Context: an optimization exercise on an open-source flow, tuned for small area. The choices shown serve that exercise and are no tape-out recipe. The RTL was checked by simulation tests, not by an equivalence proof against the original design. Power and IR drop assume default switching activity.

--- design/flow/design.v ---
`timescale 1ns/10ps
`default_nettype none
package sm_data_pkg;
    typedef logic [32-1:0] word_t;
    typedef logic [$clog2(32+1)-1:0] shcnt_t;
    typedef logic [5-1:0] pc_t;
endpackage
`default_nettype wire
`timescale 1ns/10ps
`default_nettype none
package sm_isa_pkg;
    typedef enum logic [15-13:0] {
        OP_JMP       = 3'd0,
        OP_WAIT      = 3'd1,
        OP_IN        = 3'd2,
        OP_OUT       = 3'd3,
        OP_PUSH_PULL = 3'd4,
        OP_MOV       = 3'd5,
        OP_IRQ       = 3'd6,
        OP_SET       = 3'd7
    } opcode_e;
    typedef enum logic [7-5:0] {
        COND_ALWAYS        = 3'd0,
        COND_X_ZERO        = 3'd1,
        COND_X_DEC         = 3'd2,
        COND_Y_ZERO        = 3'd3,
        COND_Y_DEC         = 3'd4,
        COND_X_NE_Y        = 3'd5,
        COND_PIN           = 3'd6,
        COND_OSR_NOT_EMPTY = 3'd7
    } jmp_cond_e;
    typedef enum logic [7-5:0] {
        MOV_PINS = 3'd0,
        MOV_X    = 3'd1,
        MOV_Y    = 3'd2,
        MOV_NULL = 3'd3,
        MOV_EXEC = 3'd4,
        MOV_PC   = 3'd5,
        MOV_ISR  = 3'd6,
        MOV_OSR  = 3'd7
    } mov_opnd_e;
    typedef enum logic [7-5:0] {
        OUT_X    = 3'd1,
        OUT_Y    = 3'd2,
        OUT_NULL = 3'd3
    } out_dest_e;
    typedef struct packed {
        opcode_e                             op;
        logic [13-7-2:0]   delay;
        logic [7-5:0]    dst;
        logic [4-0:0]  operand;
    } instr_t;
endpackage
`default_nettype wire
`timescale 1ns/10ps
`default_nettype none
module sm_top (
    input  logic               clk,
    input  logic               rst,
    input  sm_isa_pkg::instr_t instruction,
    output sm_data_pkg::pc_t   pc,
    input  logic               shift_dir,
    input  sm_data_pkg::word_t tx_data,
    input  logic               tx_valid,
    output logic               tx_ready,
    output sm_data_pkg::word_t rx_data,
    output logic               rx_valid,
    input  logic               rx_ready
);
    logic [2:0]  op;
    logic [2:0]  dst;
    logic [4:0]  opnd;
    assign op   = instruction[15:13];
    assign dst  = instruction[7:5];
    assign opnd = instruction[4:0];
    logic [31:0] x, y, osr;
    logic        x_valid, y_valid, osr_valid;
    logic        cnt_empty;
    logic [4:0]  cnt_lo;
    logic [5:0]  cnt;
    assign cnt = {cnt_empty, cnt_lo};
    logic [31:0] mem [4];
    logic [1:0]  rd_ptr, wr_ptr;
    logic [2:0]  count;
    assign rx_data  = x & {32{x_valid}};
    assign tx_ready = !count[2];
    assign rx_valid = (op == 3'd4) && !dst[2];
    logic fifo_empty;
    assign fifo_empty = (count == 3'd0);
    logic is_jmp, is_out, is_pull, is_mov, is_set;
    assign is_jmp  = (op == 3'd0);
    assign is_out  = (op == 3'd3) && !dst[2] && (dst[1:0] != 2'd0);
    assign is_pull = (op == 3'd4) && dst[2];
    assign is_mov  = (op == 3'd5);
    assign is_set  = (op == 3'd7);
    logic src_ok;
    assign src_ok = (opnd[2:0] == 3'd1) || (opnd[2:0] == 3'd2) ||
                    (opnd[2:0] == 3'd3) || (opnd[2:0] == 3'd7);
    logic bx, by, bo, br;
    always_comb begin
        bx = 1'b0;
        by = 1'b0;
        bo = 1'b0;
        br = 1'b0;
        if (is_jmp) begin
            bx = (dst == 3'd2) && x_valid;
            by = (dst == 3'd4) && y_valid;
        end else if (is_mov) begin
            bx = (opnd[2:0] == 3'd1) && x_valid;
            by = (opnd[2:0] == 3'd2) && y_valid;
            bo = (opnd[2:0] == 3'd7) && osr_valid;
        end else if (is_pull) begin
            bx = x_valid;
        end else if (is_out) begin
            bo = shift_dir && osr_valid;
            br = !shift_dir && osr_valid;
        end
    end
    logic pop, stall, push;
    assign pop   = is_pull && !fifo_empty;
    assign stall = (op == 3'd4) && dst[0] && (dst[2] ? fifo_empty : !rx_ready);
    assign push  = tx_valid && !count[2];
    logic o_b;
    assign o_b = (is_pull && fifo_empty && !dst[0]) || (is_mov && src_ok && dst == 3'd7);
    logic load;
    assign load = pop || o_b;
    logic [4:0] ramt;
    logic [5:0] nfield;
    assign ramt   = is_out ? (shift_dir ? (5'd0 - opnd) : opnd) : 5'd0;
    assign nfield = is_out ? {(opnd == 5'd0) || !osr_valid, opnd} : {load || !osr_valid, 5'd0};
    logic [31:0] b, nb0, zlow, rot, lowmask, keep;
    sm_zpre u_zpre (.en(is_jmp), .nb(nb0), .zlow(zlow));
    logic [31:0] r1, r2, r3, r4;
    sm_rstage #(.K(1),  .INV(1)) u_r0 (.a(osr), .s(ramt[0]), .y(r1));
    sm_rstage #(.K(2),  .INV(1)) u_r1 (.a(r1),  .s(ramt[1]), .y(r2));
    sm_rstage #(.K(4),  .INV(1)) u_r2 (.a(r2),  .s(ramt[2]), .y(r3));
    sm_rstage #(.K(8),  .INV(1)) u_r3 (.a(r3),  .s(ramt[3]), .y(r4));
    sm_rstage #(.K(16), .INV(0)) u_r4 (.a(r4),  .s(ramt[4]), .y(rot));
    sm_therm u_therm (.n(nfield), .lt(lowmask));
    sm_keep  u_keep  (.lowmask(lowmask), .dir(shift_dir), .keep(keep));
    logic x_zero, y_zero;
    assign x_zero = !x_valid || (x == '0);
    assign y_zero = !y_valid || (y == '0);
    logic x_ne_y;
    sm_neq u_neq (.a(x), .b(y), .ne(x_ne_y));
    logic [5:0] cnt_sum;
    logic [5:0] cnt_sat;
    assign cnt_sum = {1'b0, cnt[4:0]} + {1'b0, opnd};
    assign cnt_sat = {cnt[5] || cnt_sum[5] || (opnd == 5'd0), cnt_sum[4:0]};
    logic take_jump;
    always_comb begin
        case (dst)
            3'd0: take_jump = 1'b1;
            3'd1: take_jump = x_zero;
            3'd2: take_jump = !x_zero;
            3'd3: take_jump = y_zero;
            3'd4: take_jump = !y_zero;
            3'd5: take_jump = (x_valid && y_valid) ? x_ne_y : (x_valid ? !x_zero : !y_zero);
            3'd6: take_jump = 1'b0;
            default: take_jump = !cnt[5];
        endcase
    end
    logic [4:0] pc_next;
    assign pc_next = stall ? pc : ((is_jmp && take_jump) ? opnd : pc + 5'd1);
    logic w_set;
    assign w_set = is_set;
    logic wx, wy;
    assign wx = (is_jmp && dst == 3'd2) || ((is_out || is_set) && dst == 3'd1) ||
                (is_mov && src_ok && dst == 3'd1);
    assign wy = (is_jmp && dst == 3'd4) || ((is_out || is_set) && dst == 3'd2) ||
                (is_mov && src_ok && dst == 3'd2);
    logic [3:0] rsel;
    always_comb begin
        for (int k = 0; k < 4; k++) rsel[k] = pop && (rd_ptr == 2'(k));
    end
    logic [31:0] w, osr_next;
    for (genvar i = 0; i < 32; i++) begin : g_bit
        sm_bsel u_bsel (
            .x(x[i]), .y(y[i]), .osr(osr[i]), .rot(rot[i]),
            .bx(bx), .by(by), .bo(bo), .br(br), .nb0(nb0[i]), .b(b[i])
        );
        if (i < 5) begin : g_low
            sm_wsel_imm u_wsel (
                .b(b[i]), .zlow(zlow[i]), .lm(lowmask[i]), .imm(opnd[i]),
                .full(!is_out), .w_set(w_set), .w(w[i])
            );
        end else begin : g_high
            sm_wsel u_wsel (
                .b(b[i]), .zlow(zlow[i]), .lm(lowmask[i]), .full(!is_out), .w(w[i])
            );
        end
        sm_omux u_omux (
            .e0(mem[0][i]), .e1(mem[1][i]), .e2(mem[2][i]), .e3(mem[3][i]), .rsel(rsel),
            .b(b[i]), .o_b(o_b), .rot(rot[i]), .keep(keep[i]), .y(osr_next[i])
        );
    end
    always_ff @(posedge clk or posedge rst) begin
        if (rst) begin
            pc  <= '0;
            x_valid   <= 1'b0;
            y_valid   <= 1'b0;
            osr_valid <= 1'b0;
            cnt_empty <= 1'b1;
        end else begin
            pc  <= pc_next;
            if (wx) x_valid <= 1'b1;
            if (wy) y_valid <= 1'b1;
            osr_valid <= 1'b1;
            if (load)        cnt_empty <= 1'b0;
            else if (is_out) cnt_empty <= cnt_sat[5];
        end
    end
    always_ff @(posedge clk) begin
        osr <= osr_next;
        if (load)        cnt_lo <= 5'd0;
        else if (is_out) cnt_lo <= cnt_sat[4:0];
        if (wx) x <= w;
        if (wy) y <= w;
    end
    assign wr_ptr = rd_ptr + count[1:0];
    always_ff @(posedge clk) begin
        if (push) begin
            mem[wr_ptr] <= tx_data;
        end
    end
    always_ff @(posedge clk or posedge rst) begin
        if (rst) begin
            rd_ptr <= '0;
            count  <= '0;
        end else begin
            if (pop)  rd_ptr <= rd_ptr + 2'd1;
            case ({push, pop})
                2'b10:   count <= count + 3'd1;
                2'b01:   count <= count - 3'd1;
                default: count <= count;
            endcase
        end
    end
endmodule
module sm_bsel (
    input  logic x,
    input  logic y,
    input  logic osr,
    input  logic rot,
    input  logic bx,
    input  logic by,
    input  logic bo,
    input  logic br,
    output logic nb0,
    output logic b
);
    assign nb0 = ~((bx & x) | (by & y) | (bo & osr));
    assign b   = ~nb0 | (br & rot);
endmodule
module sm_zpre (
    input  logic        en,
    input  logic [31:0] nb,
    output logic [31:0] zlow
);
    logic [31:0] b;
    assign b = ~nb;
    logic [8:0] gz;
    assign gz[0] = en;
    for (genvar g = 0; g < 8; g++) begin : g_grp
        assign gz[g+1]      = gz[g] & ~|b[4*g+3:4*g];
        assign zlow[4*g]    = gz[g];
        assign zlow[4*g+1]  = gz[g] & ~b[4*g];
        assign zlow[4*g+2]  = gz[g] & ~|b[4*g+1:4*g];
        assign zlow[4*g+3]  = gz[g] & ~|b[4*g+2:4*g];
    end
endmodule
module sm_rstage #(
    parameter int K   = 1,
    parameter int INV = 1
) (
    input  logic [31:0] a,
    input  logic        s,
    output logic [31:0] y
);
    logic [31:0] r;
    assign r = {a[31-K:0], a[31:32-K]};
    for (genvar i = 0; i < 32; i++) begin : g_bit
        assign y[i] = (INV != 0) ^ (s ? r[i] : a[i]);
    end
endmodule
module sm_therm (
    input  logic [5:0]  n,
    output logic [31:0] lt
);
    logic [1:0]  l1;
    logic [3:0]  l2;
    logic [7:0]  l3;
    logic [15:0] l4;
    logic        n54;
    assign l1  = {1'b0, n[0]};
    assign n54 = n[5] | n[4];
    for (genvar j = 0; j < 2; j++) begin : g_l2
        assign l2[j]   = n[1] | l1[j];
        assign l2[j+2] = n[1] & l1[j];
    end
    for (genvar j = 0; j < 4; j++) begin : g_l3
        assign l3[j]   = n[2] | l2[j];
        assign l3[j+4] = n[2] & l2[j];
    end
    for (genvar j = 0; j < 8; j++) begin : g_l4
        assign l4[j]   = n[3] | l3[j];
        assign l4[j+8] = n[3] & l3[j];
    end
    for (genvar j = 0; j < 16; j++) begin : g_l5
        assign lt[j]    = n54 | l4[j];
        assign lt[j+16] = n[5] | (n[4] & l4[j]);
    end
endmodule
module sm_keep (
    input  logic [31:0] lowmask,
    input  logic        dir,
    output logic [31:0] keep
);
    for (genvar i = 0; i < 32; i++) begin : g_bit
        assign keep[i] = ~(dir ? lowmask[31-i] : lowmask[i]);
    end
endmodule
module sm_neq (
    input  logic [31:0] a,
    input  logic [31:0] b,
    output logic        ne
);
    assign ne = (a != b);
endmodule
module sm_wsel (
    input  logic b,
    input  logic zlow,
    input  logic lm,
    input  logic full,
    output logic w
);
    assign w = (b & (lm | full)) ^ zlow;
endmodule
module sm_wsel_imm (
    input  logic b,
    input  logic zlow,
    input  logic lm,
    input  logic full,
    input  logic imm,
    input  logic w_set,
    output logic w
);
    assign w = ((b & (lm | full)) ^ zlow) | (w_set & imm);
endmodule
module sm_omux (
    input  logic       e0,
    input  logic       e1,
    input  logic       e2,
    input  logic       e3,
    input  logic [3:0] rsel,
    input  logic       b,
    input  logic       o_b,
    input  logic       rot,
    input  logic       keep,
    output logic       y
);
    assign y = (rsel[0] & e0) | (rsel[1] & e1) | (rsel[2] & e2) | (rsel[3] & e3) |
               (o_b & b) | (rot & keep);
endmodule
`default_nettype wire
--- design/flow/flow/run.sh ---
#!/bin/bash
# The standard layout, with two changes: the port buffers are the
# smallest buffer cell, and clock tree synthesis uses small clock buffers in
# small clusters and adds no dummy loads.
set -euo pipefail
export BUFFER_PORTS_ARGS="-buffer_cell sky130_fd_sc_hd__buf_1"
export CTS_ARGS="-sink_clustering_enable -repair_clock_nets -dont_use_dummy_load -buf_list {sky130_fd_sc_hd__clkbuf_4} -sink_clustering_size 8 -sink_clustering_max_diameter 40"
bash standard.sh > standard.log 2>&1
--- design/flow/standard.sh ---
#!/bin/bash
# synth_recipe.tcl (not shown) runs the flow's synth.tcl, then flattens the netlist and writes it again
# the make line also repeats each setting of config.mk as NAME=value (left out here)
make -C /OpenROAD-flow-scripts/flow DESIGN_CONFIG=/design/flow/config.mk WORK_HOME=/design/flow/orfs CLKGATE_MAP_FILE= SYNTH_SCRIPT=/design/flow/synth_recipe.tcl "${@:-finish}"
--- design/flow/config.mk ---
export PLATFORM = sky130hd
export DESIGN_NAME = sm_top
export DESIGN_NICKNAME = sm_top
export VERILOG_FILES = /design/flow/design.v
export SDC_FILE = /design/flow/constraint.sdc
export NUM_CORES = 4
export LEC_CHECK = 0
export CAP_MARGIN = 20
export CORE_MARGIN = 2
export CORE_UTILIZATION = 40
export PLACE_DENSITY = 0.8
export SLEW_MARGIN = 20
export SYNTH_HIERARCHICAL = 1
--- design/flow/constraint.sdc ---
create_clock -name core_clock -period 5.0 [get_ports {clk}]
set_input_delay 1.0000 -clock core_clock [delete_from_list [all_inputs] [get_ports {clk}]]
set_output_delay 1.0000 -clock core_clock [all_outputs]
set_load 0.01 [all_outputs]
==> reports/results.tsv, run 1 <==
stage	metric	value	unit
sta	Setup Skew	0.0834	ns
grt	grt ovf	0	
routing	DR iter-0 viols	1706	
synth	Post-synth EDFFs	192	
placement	Final HPWL DP	29500	µm
worst_setup_path	r2r worst-path depth	7	
synth	Top FF cell, synth	edfxtp_1	
synth	Synth Area in XOR/XNOR	4.48	%
sta	RSZ-0062 raised after global routing	false	
worst_setup_path	instance count on the critical path	13	
synth	Synth Area in Simple Gates	12.1	%
sta	Final Hold Violating Endpoints	0	
routing	DRT Pass-1 Iters	9	
grt	GRT Total Usage	21.1	%
worst_setup_path	slowest cell on the critical path	a222oi_1	
synth	post-synthesis adder-cell area fraction	1.80	%
clock_network	Skew-Pair Late Insertion Delay	0.65	ns
sta	fin crit share	82.3	%
synth	count of cell types in the netlist	68	
placement	GPL Wtd Cong	0.976	
synth	top cells by area, synth	edfxtp_1 (41%), mux2i_1 (12%), dfxtp_1 (5.3%)	
worst_setup_path	critical path peak fanout	23	
worst_hold_path	hold crit path type	in -> async	
synth	Synth Cell Area	14100	µm²
sta	Final Max Slew Viols	0	
worst_setup_path	crit-path max cell delay	0.71	ns
synth	dominant cell type by area after synthesis	edfxtp_1	
routing	vias	10513	
floorplan	Initial Util	40.7	%
clock_network	post-CTS setup repair buffer count	0	
worst_setup_path	Setup Crit Path Kind	in -> reg	
sta	worst hold slack	0.423	ns
worst_setup_path	CP delay by family, top	simple AND/OR/NAND/NOR gates	
synth	Synth Register Bits	243	
floorplan	Die Y-Extent	192	µm
sta	Final setup viols	0	
routing	met3 WL	3870	µm
synth	syn nets	1256	
clock_network	CTS Buf Count	40	
synth	Async SR Flop Fraction	5.76	%
routing	Post-DRT Antenna Nets	0	
clock_network	CTS sink count	243	
worst_setup_path	critical path, cell by cell	buf_1 -> inv_1 -> ha_1 -> nor2b_1 -> mux2i_1 -> o22ai_1 -> and2_1 -> a222oi_1 -> nand4_1 -> or4_1 -> buf_4 -> nor3_1 -> xnor2_1	
floorplan	die area	36700	µm²
run	max cap viols	0	
clock_network	CTS H-tree depth	2	
synth	post-synth top area share	41.0	%
synth	fraction of the mapped netlist area in compound gates	12.6	%
grt	global-route wire length before repair	59300	µm
finish	layout cells sized above 1	14.0	%
worst_setup_path	worst path bufs/invs	3	
pwr	Lkg Pwr	0.00519	µW
clock_network	CTS tree	built	
sta	Tmin final	4.12	ns
synth	cell count after synthesis	1184	
sta	final setup TNS	0	ns
worst_setup_path	Crit path required time	5.35	ns
sta	Fmax	0.243	GHz
routing	Post-Route WL	38800	µm
synth	cell with the most instances after synthesis	edfxtp_1	
finish	Nets	1378	
grt	pin count of the biggest net entering global routing	42	
clock_network	clock root buffer	clkbuf_4	
synth	mux cell area share after synthesis	15.4	%
grt	initial antenna violation count	1	
status	status	complete, no violations	
routing	average vias per placed instance	5.97	
sta	slew margin rel.	29.3	%
clock_network	# hold bufs at CTS	0	
floorplan	Die W	192	µm
finish	Non-Filler Instances	1760	
worst_setup_path	crit start category	input pin	
placement	DP Cell Count	1719	
placement	IO Port Bufs	86	
synth	synth warn	7	
floorplan	IO Count	92	
floorplan	Core ar.	34600	µm²
synth	largest family of logic cells by synthesized area	multiplexers	
grt	number of global-route vias before repair	10317	
clock_network	clock-pin transition on the worst setup and hold timing paths	0.09	ns
synth	synth cell count leaders	edfxtp_1 (192), mux2i_1 (170), nand2_1 (105), a22oi_1 (96), xnor2_1 (67)	
routing	WL/cell	22.1	µm
placement	Placement Cell Area	14900	µm²
synth	Seq/Total Area, Yosys	48.7	%
synth	post-synthesis area per instance	11.9	µm²
routing	max layer used	met4	
clock_network	Max Buffers Root-to-Sink	3	
floorplan	row cnt	68	
worst_setup_path	nature of the critical path endpoint	flop	
routing	Met1 Wirelength	16400	µm
pwr	worst vdd ir	0.204	mV
worst_setup_path	Crit path arrival time	4.46	ns
sta	Slew @ Worst Pin	1.06	ns
clock_network	number of cells upsized or downsized after cts	0	
routing	DR WL met2	17100	µm
pwr	Power Total	5000	µW
routing	# DRC	0	
finish	Area growth syn-to-layout	7.81	%
finish	Design Area, Final	15200	µm²
pwr	PD cells	329	nW/µm²
[sequential cells by signal, summed over array words and instances, names as in the netlist]
name,cells
x_valid,1
pc,5
mem,128
x,32
osr_valid,1
y_valid,1
cnt_lo,5
y,32
cnt_empty,1
rd_ptr,2
count,3
osr,32
[worst register-to-register path, delay by kind of cell, from the launching register on]
| family | cells | cell delay [ns] |
|---|---|---|
| DFF | 1 | 0.70 |
| buffers and inverters | 1 | 0.23 |
| and+or+nand+nor | 4 | 1.78 |
| AOI/OAI and AO/OA | 1 | 0.71 |
| xor gates and xnor gates | 1 | 0.16 |
[cell families after synthesis]
group / after synthesis
DFF: 243
adders and majority gates: 19
and+or+nand+nor: 335
muxes: 202
AOI/OAI and AO/OA: 229
buffers and inverters: 83
other: 1
xor gates and xnor gates: 72
[per-module statistics from Yosys, one instance, submodules excluded, excerpt]
module | area, µm² | times used | cells inside | flip-flops and latches
sm_wsel | 17.5 | 27 | 2 | 0
sm_neq | 347 | 1 | 43 | 0
sm_bsel | 17.5 | 32 | 3 | 0
sm_therm | 370 | 1 | 64 | 0
sm_zpre | 347 | 1 | 68 | 0
sm_wsel_imm | 31.3 | 5 | 4 | 0
sm_keep | 377 | 1 | 36 | 0
sm_top | 8520 | 1 | 495 | 243
sm_omux | 27.5 | 32 | 4 | 0
[cell type report]
class | count | area [µm²]
Inverter | 33 | 124
Antenna cell | 1 | 2.50
Tap cell | 455 | 569
Timing Repair Buffer | 130 | 704
Clock buffer | 40 | 300
Multi-Input combinational cell | 858 | 6620
Fill cell | 3181 | 19500
Sequential cell | 243 | 6860
[where the power goes]
| part | switching, µW | internal [µW] | leakage (µW) |
|---|---|---|---|
| registers | 201 | 2570 | 0.00221 |
| clock network | 634 | 368 | 0.000184 |
| logic | 769 | 456 | 0.00279 |
| total | 1600 | 3390 | 0.00519 |
[final timing paths]
| kind | slack, ns | end | startpoint |
|---|---|---|---|
| setup / recovery | 0.88 | x[17] | instruction[1] |
| hold / removal | 0.42 | osr_valid | rst |
| setup reg to reg | 1.18 | x[17] | x_valid |
| hold reg to reg | 0.47 | osr[2] | mem[3][2] |
| max in group asynchronous | 4.17 | y_valid | rst |
| min in group core_clock | 0.47 | osr[2] | mem[3][2] |
[metal layers]
metal | track usage, % | vias to the layer above
li1 | - | 4794
met1 | 29.0 | 5058
met5 | 0 | -
met4 | 7.99 | 0
met3 | 4.86 | 97
met2 | 32.2 | 564
[cell usage in the layout, fill, tap and decap left out, types with 6 or more instances in the layout]
cell / netlist / final
a21oi_1: 21 / 19
dfxtp_1: 37 / 37
a22oi_1: 96 / 96
nand3_1: 48 / 48
clkbuf_4: 0 / 40
buf_4: 6 / 40
nor2_1: 37 / 29
a222oi_1: 32 / 32
nor2_4: 1 / 6
edfxtp_1: 192 / 192
dfrtp_1: 13 / 13
inv_1: 31 / 31
and2_1: 41 / 40
nand4_1: 20 / 20
nand2b_1: 7 / 7
nor3_1: 18 / 15
mux2_4: 30 / 30
o21ai_0: 8 / 8
xnor2_1: 67 / 67
o21ai_1: 8 / 8
mux2i_1: 170 / 170
o21ai_2: 32 / 32
nand2_1: 105 / 105
nor2b_1: 7 / 7
nor4_1: 22 / 22
buf_1: 0 / 85
ha_1: 17 / 17
[through the flow]
step	setup slack, ns	util, %
after detailed placement	0.298	43.0
after global placement	0.413	43.0
after CTS	0.961	43.8
final	0.884	43.8
after floorplan	0.0447	-
after global routing	0.683	43.8
==> run 2: changes to the inputs <==
--- a/design/flow/config.mk
+++ b/design/flow/config.mk
@@ -7,7 +7,7 @@
 export LEC_CHECK = 0
 export CAP_MARGIN = 20
 export CORE_MARGIN = 2
-export CORE_UTILIZATION = 40
+export CORE_UTILIZATION = 55
 export PLACE_DENSITY = 0.8
 export SLEW_MARGIN = 20
 export SYNTH_HIERARCHICAL = 1
==> run 2 against run 1 <==
Area after synthesis unchanged. Count of clock-buffer cells in the layout unchanged. Combinational power hardly changed. Largest power group unchanged. Highest routed layer unchanged.
==> reports/results.tsv, run 2 <==
stage	metric	value	unit	change
worst_setup_path	nature of the critical path endpoint	flop		
placement	Final HPWL DP	29000	µm	-1.6%
synth	synth cell count leaders	edfxtp_1 (192), mux2i_1 (170), nand2_1 (105), a22oi_1 (96), xnor2_1 (67)		
finish	commonest non-fill, non-tap cell in the layout	edfxtp_1		
sta	RSZ-0062 raised after global routing	false		
grt	pin count of the biggest net entering global routing	42		unchanged
grt	initial antenna violation count	1		unchanged
finish	commonest non-fill, non-tap cells in the layout	edfxtp_1 (192), mux2i_1 (170), nand2_1 (105), a22oi_1 (96), buf_1 (85)		
clock_network	clock root buffer	clkbuf_4		
pwr	Lkg Pwr	0.00523	µW	+0.85%
worst_setup_path	Crit path arrival time	4.50	ns	+0.04 ns
synth	Synth Area in Simple Gates	12.1	%	unchanged
worst_setup_path	critical path peak fanout	20		-13%
worst_setup_path	crit start category	input pin		
finish	Reg area	6860	µm²	unchanged
synth	top cells by area, synth	edfxtp_1 (41%), mux2i_1 (12%), dfxtp_1 (5.3%)		
sta	slew margin rel.	29.7	%	+0.47 points
sta	Setup Skew	0.0819	ns	-0.00153 ns
grt	GRT Total Usage	29.0	%	+7.9 points
floorplan	Die W	164	µm	-14%
routing	Post-Route WL	38600	µm	-0.54%
clock_network	number of cells upsized or downsized after cts	0		unchanged
clock_network	# hold bufs at CTS	0		unchanged
worst_setup_path	CP delay by family, top	simple AND/OR/NAND/NOR gates		
clock_network	clock-pin transition on the worst setup and hold timing paths	0.09	ns	about the same
floorplan	die area	26900	µm²	-27%
worst_setup_path	Crit path required time	5.35	ns	about the same
worst_setup_path	Setup Crit Path Kind	in -> reg		
routing	Post-DRT Antenna Nets	0		unchanged
finish	layout cells sized above 1	14.5	%	+0.51 points
clock_network	Max Buffers Root-to-Sink	3		unchanged
sta	fin crit share	83.0	%	+0.67 points
pwr	PD cells	331	nW/µm²	+0.39%
floorplan	Die Y-Extent	164	µm	-14%
synth	Seq/Total Area, Yosys	48.7	%	unchanged
synth	Synth Cell Area	14100	µm²	unchanged
run	max cap viols	0		unchanged
placement	IO Port Bufs	86		unchanged
synth	syn nets	1256		unchanged
worst_setup_path	critical path, cell by cell	buf_1 -> or3_2 -> nor2_1 -> nand2_1 -> o22ai_1 -> and2_1 -> a222oi_1 -> nand4_2 -> or4_1 -> nor4_1 -> xnor2_1		
placement	GPL Wtd Cong	0.977		+0.12%
routing	average vias per placed instance	6.45		+7.9%
synth	post-synthesis adder-cell area fraction	1.80	%	unchanged
sta	PnR worst setup slack	0.851	ns	-0.0334 ns
grt	global-route wire length before repair	58900	µm	-0.74%
pwr	worst vdd ir	0.288	mV	+41%
placement	pre-CTS setup slack	0.363	ns	+0.0659 ns
sta	Fmax	0.241	GHz	-0.80%
floorplan	row cnt	58		-15%
synth	post-synth top area share	41.0	%	unchanged
floorplan	Initial Util	55.9	%	+15 points
finish	Area growth syn-to-layout	7.30	%	
grt	number of global-route vias before repair	10193		-1.2%
sta	Final Max Slew Viols	0		unchanged
grt	grt ovf	0		unchanged
worst_setup_path	crit-path max cell delay	0.82	ns	+0.11 ns
clock_network	CTS Buf Count	40		unchanged
finish	area of the multi-input gates	6620	µm²	about the same
synth	Async SR Flop Fraction	5.76	%	unchanged
sta	worst hold slack	0.380	ns	-0.0425 ns
clock_network	CTS tree	built		
finish	Finished Core Util	60.0	%	+16 points
synth	Synth Area in XOR/XNOR	4.48	%	unchanged
floorplan	Core ar.	25200	µm²	-27%
sta	Final setup viols	0		unchanged
worst_setup_path	worst path bufs/invs	1		-2
synth	dominant cell type by area after synthesis	edfxtp_1		
finish	Fill cells	2073		-35%
worst_hold_path	hold crit path type	in -> async		
synth	mux cell area share after synthesis	15.4	%	unchanged
sta	final setup TNS	0	ns	unchanged
routing	WL/cell	23.5	µm	+6.5%
synth	cell with the most instances after synthesis	edfxtp_1		
worst_setup_path	slowest cell on the critical path	a222oi_1		
floorplan	IO Count	92		unchanged
synth	Synth Register Bits	243		unchanged
status	status	complete, no violations		
clock_network	post-CTS setup repair buffer count	0		unchanged
clock_network	Skew-Pair Late Insertion Delay	0.66	ns	about the same
synth	synth warn	7		unchanged
sta	Tmin final	4.15	ns	+0.0334 ns
routing	DR iter-0 viols	1178		-31%
finish	Nets	1387		+0.65%
sta	Slew @ Worst Pin	1.05	ns	-0.00707 ns
sta	Final Hold Violating Endpoints	0		unchanged
clock_network	CTS H-tree depth	2		unchanged
synth	fraction of the mapped netlist area in compound gates	12.6	%	unchanged
synth	Post-synth EDFFs	192		unchanged
synth	largest family of logic cells by synthesized area	multiplexers		
finish	Largest register FFs	128		unchanged
synth	Top FF cell, synth	edfxtp_1		
routing	# DRC	0		unchanged
synth	post-synthesis area per instance	11.9	µm²	unchanged
synth	count of cell types in the netlist	68		unchanged
routing	DRT Pass-1 Iters	6		-3
clock_network	CTS sink count	243		unchanged
routing	vias	10600		+0.83%
synth	cell count after synthesis	1184		unchanged
finish	Largest Register	mem		
-- run 2: logic make-up after synthesis --
kind of cell | Yosys count
xor+xnor | 72
simple gates | 335
flops | 243
other cells | 1
compound gates | 229
buf+inv | 83
fa+ha+maj | 19
mux | 202
-- run 2: where the power goes --
group / leakage, µW / total, µW / switching, µW / internal [µW]
sequential: 0.00221 / 2770 / 204 / 2570
combinational: 0.00283 / 1220 / 765 / 456
clock: 0.000184 / 998 / 631 / 367
total: 0.00523 / 4990 / 1600 / 3390
-- run 2: layout make-up --
type	instances	area share [%]
Sequential cell	243	45.4
Multi-Input combinational cell	858	43.8
Timing Repair Buffer	139	5.23
Tap cell	330	2.73
Clock buffer	40	1.99
Inverter	33	0.820
Antenna cell	1	0.0166
-- run 2: final timing paths --
kind | from | to | slack, ns | cells after the start
setup reg to reg | x_valid | x[31] | 1.14 | 6
min in group core_clock | mem[1][28] | osr[28] | 0.43 | 2
hold / removal | rst | y_valid | 0.38 | 2
setup / recovery | instruction[13] | x[31] | 0.85 | 11
max in group asynchronous | rst | rd_ptr[0] | 4.18 | 2
hold reg to reg | mem[1][28] | osr[28] | 0.43 | 2
-- run 2: metal layers --
layer  GRT usage (%)  wire length [µm]
met3            7.20              4140
met1            42.3             16800
met2            42.2             16500
met5               0                 0
met4            9.85              1160
-- run 2: Yosys stat by module, one instance, submodules excluded, a selection --
module / copies in the design / cells inside / flip-flops and latches
sm_top: 1 / 495 / 243
sm_wsel: 27 / 2 / 0
sm_keep: 1 / 36 / 0
sm_therm: 1 / 64 / 0
sm_omux: 32 / 4 / 0
sm_zpre: 1 / 68 / 0
sm_neq: 1 / 43 / 0
sm_bsel: 32 / 3 / 0
sm_wsel_imm: 5 / 4 / 0
-- run 2: stage by stage --
step	power (µW)	instance area (µm²)	std cells
after floorplan	3600	14100	1184
after global placement	3950	14800	1602
after detailed placement	4020	14800	1602
after CTS	5010	15100	1642
after global routing	5250	15100	1644
final	4990	15100	1644
==> run 3: changes to the inputs <==
==> design/flow/flow/run.sh (replaced) <==
#!/bin/bash
# The standard layout, with two changes: the port buffers are the
# smallest buffer cell, and clock tree synthesis uses small clock buffers in
# small clusters and adds no dummy loads.
set -euo pipefail
export BUFFER_PORTS_ARGS="-buffer_cell sky130_fd_sc_hd__buf_1"
export CTS_ARGS="-sink_clustering_enable -repair_clock_nets -dont_use_dummy_load -buf_list {sky130_fd_sc_hd__clkbuf_4} -sink_clustering_size 9 -sink_clustering_max_diameter 40"
bash standard.sh > standard.log 2>&1
--- a/design/flow/config.mk
+++ b/design/flow/config.mk
@@ -7,7 +7,7 @@
 export LEC_CHECK = 0
 export CAP_MARGIN = 20
 export CORE_MARGIN = 2
-export CORE_UTILIZATION = 55
+export CORE_UTILIZATION = 40
 export PLACE_DENSITY = 0.8
 export SLEW_MARGIN = 20
 export SYNTH_HIERARCHICAL = 1
==> run 3 against run 2 <==
Via count about the same. Register-to-register slack better by 0.04 ns. Clock power down 2%. Count of clock-buffer cells in the layout down 2. Area after synthesis unchanged. Worst setup slack better by 0.042 ns. Sequential cell count unchanged. Largest cell class unchanged.
==> reports/results.tsv, run 3 <==
stage	metric	value	unit	change
sta	worst hold slack	0.399	ns	+0.0184 ns
grt	number of global-route vias before repair	10231		+0.37%
clock_network	post-CTS setup repair buffer count	0		unchanged
placement	IO Port Bufs	86		unchanged
worst_setup_path	Reg2Reg Setup Slack	1.18	ns	+0.04 ns
sta	Final Max Slew Viols	0		unchanged
routing	average vias per placed instance	6.03		-6.5%
synth	top cells by area, synth	edfxtp_1 (41%), mux2i_1 (12%), dfxtp_1 (5.3%)		
floorplan	IO Count	92		unchanged
worst_setup_path	worst path bufs/invs	3		+2
synth	synth cell count leaders	edfxtp_1 (192), mux2i_1 (170), nand2_1 (105), a22oi_1 (96), xnor2_1 (67)		
placement	Placement Cell Area	14900	µm²	+0.66%
sta	final setup TNS	0	ns	unchanged
pwr	PD cells	328	nW/µm²	-0.70%
clock_network	CTS sink count	243		unchanged
clock_network	Skew-Pair Late Insertion Delay	0.67	ns	about the same
synth	post-synth top area share	41.0	%	unchanged
worst_setup_path	CP delay by family, top	simple AND/OR/NAND/NOR gates		
worst_hold_path	hold crit path type	in -> async		
floorplan	row cnt	68		+17%
synth	syn nets	1256		unchanged
sta	Slew @ Worst Pin	1.07	ns	+0.0150 ns
pwr	Int Pwr	3380	µW	-0.51%
routing	DRT Pass-1 Iters	9		+3
clock_network	clock root buffer	clkbuf_4		
floorplan	die area	36700	µm²	+37%
pwr	switching pwr	1600	µW	about the same
synth	Synth Register Bits	243		unchanged
finish	Design Area, Final	15200	µm²	+0.38%
clock_network	clock-pin transition on the worst setup and hold timing paths	0.09	ns	about the same
placement	Final HPWL DP	29500	µm	+1.7%
finish	Largest Register	mem		
floorplan	Die Y-Extent	192	µm	+17%
grt	pin count of the biggest net entering global routing	42		unchanged
synth	Synth Cell Area	14100	µm²	unchanged
pwr	Sw Share	32.2	%	+0.13 points
sta	Final Hold Violating Endpoints	0		unchanged
run	max cap viols	0		unchanged
sta	slew margin rel.	28.7	%	-1.0 points
finish	commonest non-fill, non-tap cell in the layout	edfxtp_1		
grt	grt ovf	0		unchanged
worst_setup_path	R2R Path Start	x_valid		
pwr	Power Total	4980	µW	-0.32%
worst_setup_path	crit-path max cell delay	0.71	ns	-0.11 ns
worst_setup_path	capture point of the worst reg-to-reg path	y[17]		
finish	layout cells sized above 1	13.9	%	-0.65 points
sta	fin crit share	82.1	%	-0.84 points
worst_setup_path	r2r worst-path depth	7		+1
routing	Post-Route WL	38900	µm	+0.79%
grt	global-route wire length before repair	59600	µm	+1.3%
synth	Post-synth EDFFs	192		unchanged
worst_setup_path	Setup Crit Path Kind	in -> reg		
routing	Post-DRT Antenna Nets	0		unchanged
synth	Top FF cell, synth	edfxtp_1		
worst_setup_path	Crit path required time	5.37	ns	+0.02 ns
clock_network	number of cells upsized or downsized after cts	0		unchanged
clock_network	CTS Buf Count	38		-5.0%
routing	vias	10597		-0.028%
grt	initial antenna violation count	1		unchanged
floorplan	Die W	192	µm	+17%
worst_setup_path	slowest cell on the critical path	a222oi_1		
clock_network	# hold bufs at CTS	0		unchanged
status	status	complete, no violations		
clock_network	Max Buffers Root-to-Sink	3		unchanged
synth	count of cell types in the netlist	68		unchanged
pwr	worst vdd ir	0.202	mV	-30%
floorplan	Initial Util	40.7	%	-15 points
finish	Nets	1376		-0.79%
worst_setup_path	critical path peak fanout	23		+15%
synth	cell with the most instances after synthesis	edfxtp_1		
pwr	combinational share of power	24.6	%	+0.2 points
finish	commonest non-fill, non-tap cells in the layout	edfxtp_1 (192), mux2i_1 (170), nand2_1 (105), a22oi_1 (96), buf_1 (85)		
sta	Fmax	0.243	GHz	+1.0%
worst_setup_path	crit start category	input pin		
synth	Async SR Flop Fraction	5.76	%	unchanged
pwr	Lkg Pwr	0.00518	µW	-1.0%
sta	Setup Skew	0.0846	ns	+0.00267 ns
routing	WL/cell	22.1	µm	-5.7%
synth	post-synthesis area per instance	11.9	µm²	unchanged
pwr	sequential power share	55.7	%	about the same
synth	dominant cell type by area after synthesis	edfxtp_1		
pwr	Clk pwr share	19.7	%	-0.3 points
finish	Area growth syn-to-layout	7.71	%	
sta	Tmin final	4.11	ns	-0.0421 ns
finish	Finished Core Util	43.8	%	-16 points
placement	GPL Wtd Cong	0.976		-0.12%
sta	Final setup viols	0		unchanged
routing	# DRC	0		unchanged
worst_setup_path	critical path, cell by cell	buf_1 -> inv_1 -> ha_1 -> nor2b_1 -> mux2i_1 -> o22ai_1 -> and2_1 -> a222oi_1 -> nand4_1 -> or4_1 -> buf_4 -> nor3_1 -> xnor2_1		
sta	RSZ-0062 raised after global routing	false		
worst_setup_path	Crit path arrival time	4.47	ns	-0.03 ns
synth	synth warn	7		unchanged
finish	Largest register FFs	128		unchanged
grt	GRT Total Usage	21.1	%	-7.8 points
synth	cell count after synthesis	1184		unchanged
floorplan	Core ar.	34600	µm²	+38%
clock_network	CTS tree	built		
worst_setup_path	nature of the critical path endpoint	flop		
synth	Seq/Total Area, Yosys	48.7	%	unchanged
routing	DR iter-0 viols	1664		+41%
clock_network	CTS H-tree depth	2		unchanged
run 3: kinds of logic after synthesis:
group                      Yosys count  share of synthesized area (%)
AOI/OAI and AO/OA                  229                           12.6
xor gates and xnor gates            72                           4.48
adders and majority gates           19                           1.80
buffers and inverters               83                           4.78
DFF                                243                           48.7
muxes                              202                           15.4
other                                1                         0.0266
and+or+nand+nor                    335                           12.1
run 3: stage by stage:
stage	cells	setup WS (ns)
floorplan	1184	0.0447
global route	1758	0.697
detailed placement	1719	0.298
global placement	1719	0.413
CTS	1757	0.985
finish	1758	0.893
run 3: layer usage:
layer / share of wire (%) / wire (µm) / global-route usage, % / vias to the layer above
met5: 0 / 0 / 0 / -
met4: 2.9 / 1140 / 6.98 / 0
met3: 10 / 4010 / 4.11 / 78
met2: 45 / 17400 / 32.6 / 588
met1: 42 / 16400 / 29.8 / 5136
li1: - / - / - / 4795
run 3: modules after synthesis (local to each module, per instance), excerpt:
| module | cells inside | area (µm²) | copies in the design |
|---|---|---|---|
| sm_bsel | 3 | 17.5 | 32 |
| sm_keep | 36 | 377 | 1 |
| sm_omux | 4 | 27.5 | 32 |
| sm_therm | 64 | 370 | 1 |
| sm_top | 495 | 8520 | 1 |
| sm_wsel | 2 | 17.5 | 27 |
| sm_wsel_imm | 4 | 31.3 | 5 |
| sm_zpre | 68 | 347 | 1 |
run 3: layout make-up:
type                            instances  area [µm²]
Timing Repair Buffer                  130         704
Tap cell                              455         569
Sequential cell                       243        6860
Fill cell                            3187       19500
Multi-Input combinational cell        858        6620
Antenna cell                            1        2.50
Clock buffer                           38         285
Inverter                               33         124
run 3: worst max-delay path by stage:
stage | startpoint | to | cells past startpoint
finish | instruction[1] | y[17] | 13
floorplan | instruction[15] | x[7] | 11
detailed placement | instruction[1] | y[17] | 13
CTS | instruction[1] | y[17] | 13
global route | instruction[5] | y[16] | 12
global placement | instruction[1] | x[25] | 13
run 3: power groups by stage:
stage | Clock, µW | Sequential, µW | Combinational, µW
final | 981 | 2770 | 1230
after global routing | 1090 | 2800 | 1340
after CTS | 1010 | 2770 | 1220
after detailed placement | 0 | 2810 | 1210
after global placement | 0 | 2790 | 1160
after floorplan | 0 | 2740 | 859

## static timing again, ports no longer ideal
Ports are ideal in the flow. The routed layouts listed here were re-timed in OpenROAD. Step 1 assumes that a clkbuf_16 drives the clock port and a buf_2 every other input. Step 2, shift: input delay + t, output delay - t, t = (earliest + latest rising clock arrival at the registers) / 2. This alone moves slack from input paths to output paths. a / b / c = ideal ports / drivers / drivers and shift; a / b = the first two.
run	t (ns)	slack for setup (ns)	hold WS [ns]	worst setup path at the end	worst data-port slew with drivers (ns)
run 1	0.650	0.884 / 0.905 / 0.255	0.423 / 0.397 / 0.467	input to register	0.06
run 2	0.660	0.851 / 0.866 / 0.205	0.380 / 0.360 / 0.426	input to register	0.04
run 3	0.671	0.893 / 0.907 / 0.236	0.399 / 0.374 / 0.453	input to register	0.06
After both steps every run listed still meets setup and hold. The setup slack of run 3, which loses most, moves by +0.014 ns with the drivers and by -0.657 ns with both steps.
